What follows belongs to an exercise in optimizing a design on an open flow for small area, a short achievable clock period and few clock cycles per item; a production flow would make more cautious choices. No functional check of the RTL was part of any run shown here.

==> flow/design.v, too long to show whole: its modules and the start of the top module <==
// module fp_mul_mult: 950 lines
// module fp_mul_sched: 153 lines
// module fp_mul_sched_top: 29 lines
module fp_mul_sched_top (
    input  logic         clk,
    input  logic         reset_n,
    input  logic [3:0]   req_valid,
    input  logic [127:0] req_x,
    input  logic [127:0] req_y,
    output logic [3:0]   req_ready,
    output logic         res_valid,
    input  logic         res_ready,
    output logic [1:0]   res_id,
    output logic [31:0]  res_data,
    output logic [4:0]   res_flags,
    output logic         busy
);
  // ...
==> flow/flow/run.sh <==
#!/bin/bash
# Own layout flow: the standard synthesis, a full-adder polarity pass on its netlist
# (removes inverters between full adders; registers and ports untouched), then the ORFS
# layout with tighter timing repair and the smallest buffer on the ports.
# Each tool's output goes to a log file of its own in this folder.
set -euo pipefail
MARGIN=5.7
RES=orfs/results/sky130hd/fp_mul_sched_top/base
bash standard.sh synth > synth.log 2>&1
cp $RES/1_2_yosys.v 1_2_yosys.std.v
python3 flow/fapol.py 1_2_yosys.std.v $RES/1_2_yosys.v > fapol.log 2>&1
rm -f $RES/1_synth.odb $RES/1_synth.sdc
bash standard.sh "SETUP_SLACK_MARGIN=$MARGIN" \
    "BUFFER_PORTS_ARGS=-buffer_cell sky130_fd_sc_hd__buf_1" finish > layout.log 2>&1
==> flow/flow/fapol.py <==
#!/usr/bin/env python3
"""Full-adder polarity pass on a flat Yosys netlist (write_verilog -noattr).

A full adder is self-dual: FA(~a, ~b, ~c) = (~cout, ~sum). Synthesis leaves many inverters
between full adders; this pass chooses for every full adder whether it works on true or
complemented signals so that as few inverters as possible are needed, then rebuilds the
inverters. Only combinational inverter cells are removed or added; every other cell, every
register and every port keep their names and connections.

usage: fapol.py IN.v OUT.v
"""
import re
import sys
from collections import defaultdict

INV_RE = re.compile(r'^sky130_fd_sc_hd__(inv|clkinv)_\d+$')
FA_RE = re.compile(r'^sky130_fd_sc_hd__fa_\d+$')
OUT_PINS = {'X', 'Y', 'SUM', 'COUT', 'Q', 'Q_N', 'HI', 'LO'}

src = open(sys.argv[1]).read()

# ---- split the single module into header, declarations, assigns and cells ----
m = re.search(r'\bmodule\s+(\S+)\s*\((.*?)\);', src, re.S)
start = m.end()
end = src.rindex('endmodule')
body = src[start:end]

stmts = []
buf = ''
for line in body.split('\n'):
    buf += line + '\n'
    if line.rstrip().endswith(';'):
        stmts.append(buf)
        buf = ''
tail_ws = buf

cell_re = re.compile(r'^\s*(\S+)\s+(\S+)\s*\((.*)\)\s*;\s*$', re.S)
pin_re = re.compile(r'\.(\w+)\s*\(\s*(.*?)\s*\)\s*(?:,|$)', re.S)

items = []          # ('raw', text) or ('cell', type, name, [(pin, net)])
for s in stmts:
    st = s.strip()
    first = st.split(None, 1)[0] if st else ''
    if first in ('input', 'output', 'inout', 'wire', 'reg', 'assign', 'supply0', 'supply1') or not st:
        items.append(('raw', s))
        continue
    cm = cell_re.match(st)
    if not cm:
        items.append(('raw', s))
        continue
    typ, name, pins = cm.group(1), cm.group(2), cm.group(3)
    pl = [(p, n.strip()) for p, n in pin_re.findall(pins)]
    items.append(('cell', typ, name, pl))

ports = set()
for d in re.findall(r'^\s*(?:input|output|inout)\s+(?:\[[^\]]*\]\s*)?(.*?);', body, re.M):
    for n in d.split(','):
        ports.add(n.strip())
# nets used in assign statements are left alone
assign_nets = set()
for it in items:
    if it[0] == 'raw' and it[1].strip().startswith('assign'):
        for tok in re.findall(r'(\\\S+|[A-Za-z_][\w$]*(?:\s*\[\d+\])?)', it[1][it[1].index('assign') + 6:]):
            assign_nets.add(tok.strip())


def base(net):
    return re.sub(r'\s*\[\d+\]$', '', net)


def is_port(net):
    return net in ports or base(net) in ports


def fixed(net):
    return is_port(net) or net in assign_nets or base(net) in assign_nets or net.startswith("1'b") or net == ''


# ---- inverters that may be rebuilt: input and output both internal nets ----
inv_of = {}         # output net -> input net
inv_cells = set()
for i, it in enumerate(items):
    if it[0] == 'cell' and INV_RE.match(it[1]):
        pins = dict(it[3])
        a, y = pins.get('A'), pins.get('Y')
        if a and y and not fixed(a) and not fixed(y):
            inv_of[y] = a
            inv_cells.add(i)


def root(net):
    p = 0
    seen = 0
    while net in inv_of and seen < 100:
        net = inv_of[net]
        p ^= 1
        seen += 1
    return net, p


# loads: every input pin of a kept cell; for each, (root, logical parity)
fa_idx = [i for i, it in enumerate(items) if it[0] == 'cell' and FA_RE.match(it[1])]
fa_set = set(fa_idx)
driver_fa = {}      # root net -> fa item index (its SUM or COUT)
for i in fa_idx:
    for p, n in items[i][3]:
        if p in ('SUM', 'COUT'):
            driver_fa[n] = i

loads = []          # (item index, pin, root, parity)
for i, it in enumerate(items):
    if it[0] != 'cell' or i in inv_cells:
        continue
    for p, n in it[3]:
        if p in OUT_PINS or not n:
            continue
        r, par = root(n)
        loads.append((i, p, r, par))

# inverters that stay (port-facing) keep their input as a load
flip = defaultdict(int)


def cost_of_root(r, ldl):
    # physical polarity of r is flip of its driving FA (if any)
    dp = flip[driver_fa[r]] if r in driver_fa else 0
    need = set()
    for (i, p, par) in ldl:
        q = par ^ (flip[i] if i in fa_set else 0)
        need.add(q ^ dp)
    return 1 if 1 in need else 0


by_root = defaultdict(list)
for (i, p, r, par) in loads:
    by_root[r].append((i, p, par))
fa_roots = defaultdict(set)
for r, ldl in by_root.items():
    for (i, p, par) in ldl:
        if i in fa_set:
            fa_roots[i].add(r)
    if r in driver_fa:
        fa_roots[driver_fa[r]].add(r)

nofl = set()
for i in fa_idx:
    for p, n in items[i][3]:
        if p in ('SUM', 'COUT') and fixed(n):
            nofl.add(i)

total = sum(cost_of_root(r, l) for r, l in by_root.items())
before = total
improved = True
passes = 0
while improved and passes < 50:
    improved = False
    passes += 1
    for f in fa_idx:
        if f in nofl:
            continue
        rs = fa_roots[f]
        old = sum(cost_of_root(r, by_root[r]) for r in rs)
        flip[f] ^= 1
        new = sum(cost_of_root(r, by_root[r]) for r in rs)
        if new < old:
            total += new - old
            improved = True
        else:
            flip[f] ^= 1

# ---- rebuild ----
inv_net = {}        # root -> net carrying its physical complement
new_cells = []
counter = [0]


def complement(r):
    if r not in inv_net:
        counter[0] += 1
        n = f"fapol_n{counter[0]}"
        inv_net[r] = n
        new_cells.append((n, r))
    return inv_net[r]


out = []
out.append(src[:start])
for i, it in enumerate(items):
    if it[0] == 'raw':
        out.append(it[1])
        continue
    if i in inv_cells:
        continue
    typ, name, pl = it[1], it[2], it[3]
    newpl = []
    for p, n in pl:
        if p in OUT_PINS or not n:
            newpl.append((p, n))
            continue
        r, par = root(n)
        q = par ^ (flip[i] if i in fa_set else 0)
        dp = flip[driver_fa[r]] if r in driver_fa else 0
        newpl.append((p, r if q == dp else complement(r)))
    conn = ',\n    '.join(f'.{p}({n} )' for p, n in newpl)
    out.append(f"  {typ} {name} (\n    {conn}\n  );\n")
for k, (n, r) in enumerate(new_cells):
    out.append(f"  wire {n};\n")
    out.append(f"  sky130_fd_sc_hd__inv_1 fapol_inv{k + 1} (\n    .A({r} ),\n    .Y({n})\n  );\n")
out.append(tail_ws)
out.append(src[end:])
open(sys.argv[2], 'w').write(''.join(out))
sys.stderr.write(f"fapol: {len(fa_idx)} full adders, {sum(flip[f] for f in fa_idx)} flipped, "
                 f"{len(inv_cells)} inverters removed, {len(new_cells)} added "
                 f"(cost {before} -> {total})\n")
==> flow/standard.sh <==
#!/bin/bash
# synth_recipe.tcl (not shown) runs the flow's synth.tcl, then flattens the netlist and writes it again
# the make line also repeats each setting of config.mk as NAME=value (left out here)
make -C /OpenROAD-flow-scripts/flow DESIGN_CONFIG=/design/flow/config.mk WORK_HOME=/design/flow/orfs CLKGATE_MAP_FILE= SYNTH_SCRIPT=/design/flow/synth_recipe.tcl "${@:-finish}"
==> flow/config.mk <==
export PLATFORM = sky130hd
export DESIGN_NAME = fp_mul_sched_top
export DESIGN_NICKNAME = fp_mul_sched_top
export VERILOG_FILES = /design/flow/design.v
export SDC_FILE = /design/flow/constraint.sdc
export NUM_CORES = 4
export LEC_CHECK = 0
export ABC_AREA = 1
export CAP_MARGIN = 20
export CORE_MARGIN = 2
export CORE_UTILIZATION = 40
export SLEW_MARGIN = 20
==> flow/constraint.sdc <==
create_clock -name core_clock -period 10.5 [get_ports {clk}]
set_input_delay 2.1000 -clock core_clock [delete_from_list [all_inputs] [get_ports {clk}]]
set_output_delay 2.1000 -clock core_clock [all_outputs]
set_load 0.01 [all_outputs]
==> flow_summary.yaml, run 1 <==
outcome:
  status: "complete, no violations"
grt:
  met3_usage_pct: 6.01
  busiest_layer: "met2"
  grt_pass1_vias: 19800
  grt_max_degree: 110
  met1_usage_pct: 38.2
sta:
  tightest_slew_ns: 1.05
  min_period_over_period_pct: 48.3
  finClkSkew_ns: 0.0135
  finalSetupViolations: 0
  slew_violations: 0
  final_hold_viol_count: 0
  finalWorstSetupSlack_ns: 5.43
setup_path:
  path_depth: 7
  rrSetupSlack_ns: 5.86
  r2r_start: "u_sched.ym0_q[21]$_DFF_P_"
  cpMaxStageDelayCell: "buf_12"
  reg2reg_to: "u_sched.s1_q[9]$_DFFE_PP_"
  crit_start: "res_ready"
final_layout:
  nFlopsAndLatches: 143
  nClkBuffers: 24
  multi_input_area_sq_um: 16500
  mostFrequentLayoutCells: "340 x nand2_1, 291 x inv_1, 276 x xor2_1"
  regArea_sq_um: 3780
  multi_input_comb_cells: 1963
  multi_input_area_share_pct: 63.4
  biggestCellCategory: "multi-input gates"
drt:
  drt_iter0_drc: 2022
  drc: 0
  routed_via_density: 5.74
  dr_wl_met3_mm: 7.88
placement:
  dpl-instance-area_sq_um: 22800
  place_congestion: 0.967
  portBuffers: 307
synthesis:
  synthCells: 2599
  syn_nets: 3214
die:
  top_level_ports: 308
  die_y_um: 234
clock_tree:
  cts_max_path_buffers: 2
hold_path:
  hold-path-endpoint: "u_sched.sp1_q[0]$_DFFE_PP_"
==> run 2: changes to the inputs <==
--- a/flow/flow/run.sh
+++ b/flow/flow/run.sh
@@ -4,7 +4,7 @@
 # layout with tighter timing repair and the smallest buffer on the ports.
 # Each tool's output goes to a log file of its own in this folder.
 set -euo pipefail
-MARGIN=5.7
+MARGIN=5.0
 RES=orfs/results/sky130hd/fp_mul_sched_top/base
 bash standard.sh synth > synth.log 2>&1
 cp $RES/1_2_yosys.v 1_2_yosys.std.v
--- a/flow/flow/fapol.py
+++ b/flow/flow/fapol.py
@@ -9,12 +9,14 @@
 
 usage: fapol.py IN.v OUT.v
 """
+import random
 import re
 import sys
 from collections import defaultdict
 
 INV_RE = re.compile(r'^sky130_fd_sc_hd__(inv|clkinv)_\d+$')
 FA_RE = re.compile(r'^sky130_fd_sc_hd__fa_\d+$')
+XOR_RE = re.compile(r'^sky130_fd_sc_hd__(xor2|xnor2)_(\d+)$')
 OUT_PINS = {'X', 'Y', 'SUM', 'COUT', 'Q', 'Q_N', 'HI', 'LO'}
 
 src = open(sys.argv[1]).read()
@@ -101,10 +103,16 @@
 # loads: every input pin of a kept cell; for each, (root, logical parity)
 fa_idx = [i for i, it in enumerate(items) if it[0] == 'cell' and FA_RE.match(it[1])]
 fa_set = set(fa_idx)
-driver_fa = {}      # root net -> fa item index (its SUM or COUT)
+xor_idx = [i for i, it in enumerate(items) if it[0] == 'cell' and XOR_RE.match(it[1])]
+xor_set = set(xor_idx)
+driver_fa = {}      # root net -> index of the flippable cell driving it (FA SUM/COUT, XOR X)
 for i in fa_idx:
     for p, n in items[i][3]:
         if p in ('SUM', 'COUT'):
+            driver_fa[n] = i
+for i in xor_idx:
+    for p, n in items[i][3]:
+        if p in ('X', 'Y'):
             driver_fa[n] = i
 
 loads = []          # (item index, pin, root, parity)
@@ -126,6 +134,8 @@
     dp = flip[driver_fa[r]] if r in driver_fa else 0
     need = set()
     for (i, p, par) in ldl:
+        if i in xor_set:
+            continue        # an XOR absorbs an inverted input by swapping XOR / XNOR
         q = par ^ (flip[i] if i in fa_set else 0)
         need.add(q ^ dp)
     return 1 if 1 in need else 0
@@ -137,36 +147,59 @@
 fa_roots = defaultdict(set)
 for r, ldl in by_root.items():
     for (i, p, par) in ldl:
-        if i in fa_set:
+        if i in fa_set or i in xor_set:
             fa_roots[i].add(r)
     if r in driver_fa:
         fa_roots[driver_fa[r]].add(r)
 
 nofl = set()
-for i in fa_idx:
+for i in fa_idx + xor_idx:
     for p, n in items[i][3]:
-        if p in ('SUM', 'COUT') and fixed(n):
+        if p in ('SUM', 'COUT', 'X', 'Y') and fixed(n):
             nofl.add(i)
-
-total = sum(cost_of_root(r, l) for r, l in by_root.items())
-before = total
-improved = True
-passes = 0
-while improved and passes < 50:
-    improved = False
-    passes += 1
-    for f in fa_idx:
-        if f in nofl:
-            continue
-        rs = fa_roots[f]
-        old = sum(cost_of_root(r, by_root[r]) for r in rs)
+fa_idx = fa_idx + xor_idx
+
+def local_search():
+    improved = True
+    passes = 0
+    while improved and passes < 50:
+        improved = False
+        passes += 1
+        for f in fa_idx:
+            if f in nofl:
+                continue
+            rs = fa_roots[f]
+            old = sum(cost_of_root(r, by_root[r]) for r in rs)
+            flip[f] ^= 1
+            new = sum(cost_of_root(r, by_root[r]) for r in rs)
+            if new >= old:
+                flip[f] ^= 1
+
+
+def total_cost():
+    return sum(cost_of_root(r, l) for r, l in by_root.items())
+
+
+before = total_cost()
+local_search()
+best = total_cost()
+best_flip = dict(flip)
+# iterated local search: kick a few full adders and descend again (fixed seed, deterministic)
+rng = random.Random(1)
+movable = [f for f in fa_idx if f not in nofl]
+for it in range(300):
+    flip.clear()
+    flip.update(best_flip)
+    for f in rng.sample(movable, min(len(movable), 8)):
         flip[f] ^= 1
-        new = sum(cost_of_root(r, by_root[r]) for r in rs)
-        if new < old:
-            total += new - old
-            improved = True
-        else:
-            flip[f] ^= 1
+    local_search()
+    c = total_cost()
+    if c < best:
+        best = c
+        best_flip = dict(flip)
+flip.clear()
+flip.update(best_flip)
+total = best
 
 # ---- rebuild ----
 inv_net = {}        # root -> net carrying its physical complement
@@ -193,14 +226,24 @@
         continue
     typ, name, pl = it[1], it[2], it[3]
     newpl = []
+    swap = flip[i] if i in xor_set else 0
     for p, n in pl:
         if p in OUT_PINS or not n:
             newpl.append((p, n))
             continue
         r, par = root(n)
+        dp = flip[driver_fa[r]] if r in driver_fa else 0
+        if i in xor_set:
+            swap ^= par ^ dp
+            newpl.append((p, r))
+            continue
         q = par ^ (flip[i] if i in fa_set else 0)
-        dp = flip[driver_fa[r]] if r in driver_fa else 0
         newpl.append((p, r if q == dp else complement(r)))
+    if swap:
+        xm = XOR_RE.match(typ)
+        typ = f"sky130_fd_sc_hd__{'xnor2' if xm.group(1) == 'xor2' else 'xor2'}_{xm.group(2)}"
+        # xor2 drives X, xnor2 drives Y
+        newpl = [({'X': 'Y', 'Y': 'X'}.get(p, p), n) for p, n in newpl]
     conn = ',\n    '.join(f'.{p}({n} )' for p, n in newpl)
     out.append(f"  {typ} {name} (\n    {conn}\n  );\n")
 for k, (n, r) in enumerate(new_cells):
@@ -209,6 +252,6 @@
 out.append(tail_ws)
 out.append(src[end:])
 open(sys.argv[2], 'w').write(''.join(out))
-sys.stderr.write(f"fapol: {len(fa_idx)} full adders, {sum(flip[f] for f in fa_idx)} flipped, "
+sys.stderr.write(f"fapol: {len(fa_idx)} full adders and XORs, {sum(flip[f] for f in fa_idx)} flipped, "
                  f"{len(inv_cells)} inverters removed, {len(new_cells)} added "
                  f"(cost {before} -> {total})\n")
==> flow_summary.yaml, run 2 <==
final_layout:
  reg_top3: "u_sched.c1_q: 25 flops, u_sched.s1_q: 25 flops"
  final_layout_size_suffix_gt1_share_pct: 5.51
  layout_commonest_cell: "nand2_1"
  mostFrequentLayoutCells: "382 x nand2_1, 307 x buf_1, 263 x o22ai_1"
  area_delta_synth_final_pct: 12.1
  nets: 3380
synthesis:
  avgSynthCellArea_sq_um: 8.20
  yosys_warnings: 1
  syn-cell-area_sq_um: 20900
  syn_nets: 3159
  synthCells: 2544
drt:
  routed_via_density: 5.73
  drt_iter0_drc: 2062
  vias: 19800
  antenna_left: 0
  drc: 0
  dr.pass1.iters: 6
  totalWireLength_mm: 75.3
  routedWlPerCell_um: 21.8
grt:
  grt_usage_pct: 27.5
  grt_pass1_wl_mm: 114
  antenna_found_initial: 0
  grt_pass1_vias: 19700
  grt_max_degree: 104
  overflow: 0
run:
  cap_violations: 0
die:
  top_level_ports: 308
  die_area_sq_um: 54000
  fp.coreArea_sq_um: 51400
  die_y_um: 232
  num_rows: 83
  initial_utilization_pct: 40.6
  die_w_um: 232
setup_path:
  cpPeakStageDelay_ns: 0.25
  criticalPathCategory: "primary input to primary output"
  critPathLaunchType: "primary input"
  critPathTopFamily: "buffers and inverters"
  cp_max_fo: 36
  reg2reg_depth: 14
  crit_chain: "buf_1, inv_4, nand3_4, buf_16, nand2_8, clkinvlp_4, buf_1"
  cpMostUsedCell: "buf_1"
  crit_buf_inv: 5
  cp_data_required_time_ns: 8.40
  cpMaxStageDelayCell: "buf_16"
  crit_path_end_kind: "primary output"
  path_depth: 7
  critPathArrivalTime_ns: 3.30
clock_tree:
  cts_tree: "done"
  cts_buffers: 17
  htreeDepth: 4
  cts_hold_buf: 0
  cts.reportedPaths.clkPinSlew_ns: 0.06
  clock-sinks: 143
  root_buffer: "clkbuf_16"
  insertion_delay_ns: 0.45
  cts_max_path_buffers: 2
placement:
  place_congestion: 0.922
  preCtsSetupSlack_ns: 3.73
  portBuffers: 307
  dp_hpwl_mm: 54.8
hold_path:
  worstHoldPathType: "flip-flop to flip-flop"
  holdPathStages: 0
outcome:
  status: "complete, no violations"
sta:
  final_hold_viol_count: 0
  relSlewSlack_pct: 29.0
  fin_crit_ns: 5.40
  finalSetupViolations: 0
  fmax_mhz: 185
  slew_violations: 0
  finalWorstSetupSlack_ns: 5.10
  finClkSkew_ns: 0.0141
  min_period_over_period_pct: 51.4
  tightest_slew_ns: 1.06
  fin_setup_tns_ns: 0
  rsz0062_at_grt: "false"
-- run 2: stage by stage --
step | cell area [sq um] | utilization [%] | std cells | hold slack, ns
after detailed placement | 22500 | 43.8 | 3405 | 0.410
after global routing | 23400 | 45.5 | 3458 | 0.440
final | 23400 | 45.5 | 3459 | 0.425
after global placement | 22500 | 43.8 | 3405 | 0.411
after CTS | 23300 | 45.3 | 3450 | 0.427
after floorplan | 20900 | - | 2544 | 0.400
-- run 2: timing repair --
item                                    CTS  global route
cloned                                    6             1
resized for setup                        15            11
setup buffers                             7             6
pin swaps                                 1             2
endpoints found under the setup margin   23            26
-- run 2: final cells by class --
class	instances	area, sq um
antenna	1	2.50
clock buffer	18	450
clock inverter	14	130
fill	5171	28000
inverter	260	997
multi-input combinational	1962	15400
sequential	143	3770
tap	680	851
timing repair buffer	380	1750
timing repair inverter	1	5.00
-- run 2: path summary, 6_finish.rpt --
path / from / slack [ns] / end
min: u_sched.e0_q[8]$_DFFE_PN_ / 0.42 / u_sched.e1_q[8]$_DFFE_PP_
min reg2reg: u_sched.e0_q[8]$_DFFE_PN_ / 0.42 / u_sched.e1_q[8]$_DFFE_PP_
max: res_ready / 5.10 / req_ready[1]
max in group asynchronous: reset_n / 8.24 / u_sched.v1_q$_DFFE_PN0P_
max reg2reg: u_sched.ym0_q[1]$_DFF_P_ / 5.29 / u_sched.gmid1_q$_DFFE_PP_
min in group asynchronous: reset_n / 1.73 / u_sched.prio_q[2]$_DFFE_PN0P_
-- run 2: per-layer routing --
metal | GRT usage, % | vias to the layer above | routed length [um]
met3 | 6.99 | 189 | 7860
met5 | 0 | - | 0
met4 | 11.4 | 0 | 2770
li1 | - | 8951 | -
met1 | 37.3 | 9496 | 31300
met2 | 41.5 | 1178 | 33400
==> run 3: changes to the inputs <==
--- a/flow/flow/run.sh
+++ b/flow/flow/run.sh
@@ -4,7 +4,7 @@
 # layout with tighter timing repair and the smallest buffer on the ports.
 # Each tool's output goes to a log file of its own in this folder.
 set -euo pipefail
-MARGIN=5.0
+MARGIN=5.7
 RES=orfs/results/sky130hd/fp_mul_sched_top/base
 bash standard.sh synth > synth.log 2>&1
 cp $RES/1_2_yosys.v 1_2_yosys.std.v
==> flow_summary.yaml, run 3 <==
outcome:
  status: "complete, no violations"
synthesis:
  synthCells: 2544
  syn_nets: 3159
  syn-cell-area_sq_um: 20900
  yosys_warnings: 1
  avgSynthCellArea_sq_um: 8.20
clock_tree:
  cts_buffers: 17
  insertion_delay_ns: 0.46
  root_buffer: "clkbuf_16"
  cts_hold_buf: 0
  clock-sinks: 143
  cts_max_path_buffers: 2
  htreeDepth: 4
  cts.reportedPaths.clkPinSlew_ns: 0.07
  cts_tree: "done"
sta:
  fin_setup_tns_ns: 0
  rsz0062_at_grt: "true"
  fmax_mhz: 200
  tightest_slew_ns: 1.04
  slew_violations: 0
  fin_crit_ns: 5.01
  final_hold_viol_count: 0
  finalSetupViolations: 0
  finClkSkew_ns: 0.0103
  relSlewSlack_pct: 30.6
  min_period_over_period_pct: 47.7
setup_path:
  crit_path_end_kind: "primary output"
  cpMaxStageDelayCell: "buf_6"
  criticalPathCategory: "primary input to primary output"
  critPathArrivalTime_ns: 2.91
  cp_max_fo: 6
  cpPeakStageDelay_ns: 0.20
  critPathLaunchType: "primary input"
  cp_data_required_time_ns: 8.40
  crit_chain: "buf_6, clkinvlp_4, nand3_4, buf_6, nand2_8, clkinvlp_4, buf_6"
  critPathTopFamily: "buffers and inverters"
  cpMostUsedCell: "buf_6"
  crit_buf_inv: 5
drt:
  dr.pass1.iters: 6
  drt_iter0_drc: 2092
  antenna_left: 0
  totalWireLength_mm: 81.1
  dr_wl_met3_mm: 8.55
  routed_via_density: 5.80
  routedWlPerCell_um: 22.7
  wl_met1_mm: 32.5
  met2_length_mm: 36.3
  vias: 20800
  drc: 0
  top_layer: "met4"
grt:
  grt_pass1_wl_mm: 117
  grt_usage_pct: 28.3
  grt_max_degree: 91
  overflow: 0
  grt_pass1_vias: 20200
  antenna_found_initial: 3
final_layout:
  layout_commonest_cell: "nand2_1"
  fillers: 4891
  area_delta_synth_final_pct: 25.2
  postLayoutCellArea_sq_um: 26100
  fin_util_pct: 50.8
  nets: 3496
  reg_top3: "u_sched.c1_q: 25 flops, u_sched.s1_q: 25 flops"
  mostFrequentLayoutCells: "333 x nand2_1, 264 x buf_1, 260 x o22ai_1"
  final_layout_size_suffix_gt1_share_pct: 16.9
die:
  die_area_sq_um: 54000
  top_level_ports: 308
  initial_utilization_pct: 40.6
  die_w_um: 232
  fp.coreArea_sq_um: 51400
  num_rows: 83
  die_y_um: 232
placement:
  portBuffers: 307
  place_congestion: 0.975
  dp_hpwl_mm: 54.4
  dpl-instance-area_sq_um: 22500
hold_path:
  worstHoldPathType: "flip-flop to flip-flop"
run:
  cap_violations: 0
-- run 3: per-layer routing --
layer  GRT usage [%]  vias up
met3            7.13      292
met4            10.9        0
li1                -     9197
met5               0        -
met1            37.4     9937
met2            44.4     1336
-- run 3: worst paths after layout --
| path | to | depth (start not counted) | slack (ns) | startpoint |
|---|---|---|---|---|
| max | req_ready[2] | 7 | 5.49 | res_ready |
| min | u_sched.e1_q[0]$_DFFE_PP_ | 0 | 0.41 | u_sched.e0_q[0]$_DFFE_PN_ |
| max reg2reg | u_sched.s1_q[1]$_DFFE_PP_ | 9 | 5.77 | u_sched.xm0_q[9]$_DFF_P_ |
| min reg2reg | u_sched.e1_q[0]$_DFFE_PP_ | 0 | 0.41 | u_sched.e0_q[0]$_DFFE_PN_ |
| max in group asynchronous | u_sched.v1_q$_DFFE_PN0P_ | 1 | 8.26 | reset_n |
| min in group asynchronous | u_sched.prio_q[11]$_DFFE_PN0P_ | 1 | 1.72 | reset_n |
-- run 3: cell type report --
cell class,count,area (sq um),area share [%]
multi-input cells,1966,16600,63.7
flip-flops and latches,143,3790,14.5
repair buffers,490,3200,12.2
inverters,260,1070,4.09
well taps,680,851,3.26
clock buffers,19,447,1.71
clock inverters,13,123,0.469
repair inverters,3,15.0,0.0575
diodes,3,7.51,0.0287
-- run 3: repair_timing --
action | 4_1_cts | 5_1_grt
endpoints found under the setup margin | 63 | 71
pin swaps | 27 | 76
cloned | 12 | 16
buffers inserted | 58 | 53
resized for setup | 193 | 257
-- run 3: through the flow --
stage	instances	hold slack (ns)	setup slack [ns]
finish	3577	0.415	5.49
global route	3577	0.423	5.46
CTS	3505	0.419	5.51
detailed placement	3403	0.405	4.01
global placement	3403	0.410	4.07
floorplan	2544	0.400	5.69

-- re-timing with driven ports --
No port has a modelled driver above. Below, the same layouts with a new extraction and two added sets of constraints.
Step 1: set_driving_cell puts a clkbuf_16 on clk and a buf_2 on each other input, an assumption about the parent block.
Step 2 times the ports against the registers' clock, not the clock port: input delays grow and output delays shrink by t, the midpoint of the rising clock arrivals with the driver on.
Three values: ideal, step 1, step 2; two values: the first two.
run | t, ns | setup WS [ns] | worst register clock-pin slew, ns | pins driven straight from the clock port
run 1 | 0.496 | 5.432 / 5.371 / 5.077 | 0.07 / 0.07 | 1
run 2 | 0.496 | 5.105 / 5.077 / 4.895 | 0.07 / 0.07 | 1
run 3 | 0.508 | 5.490 / 5.434 / 5.224 | 0.07 / 0.07 | 1
After both steps setup and hold are still met in every run listed. For run 1, which loses most, drivers alone change the setup slack by -0.061 ns; drivers and shift together by -0.355 ns.
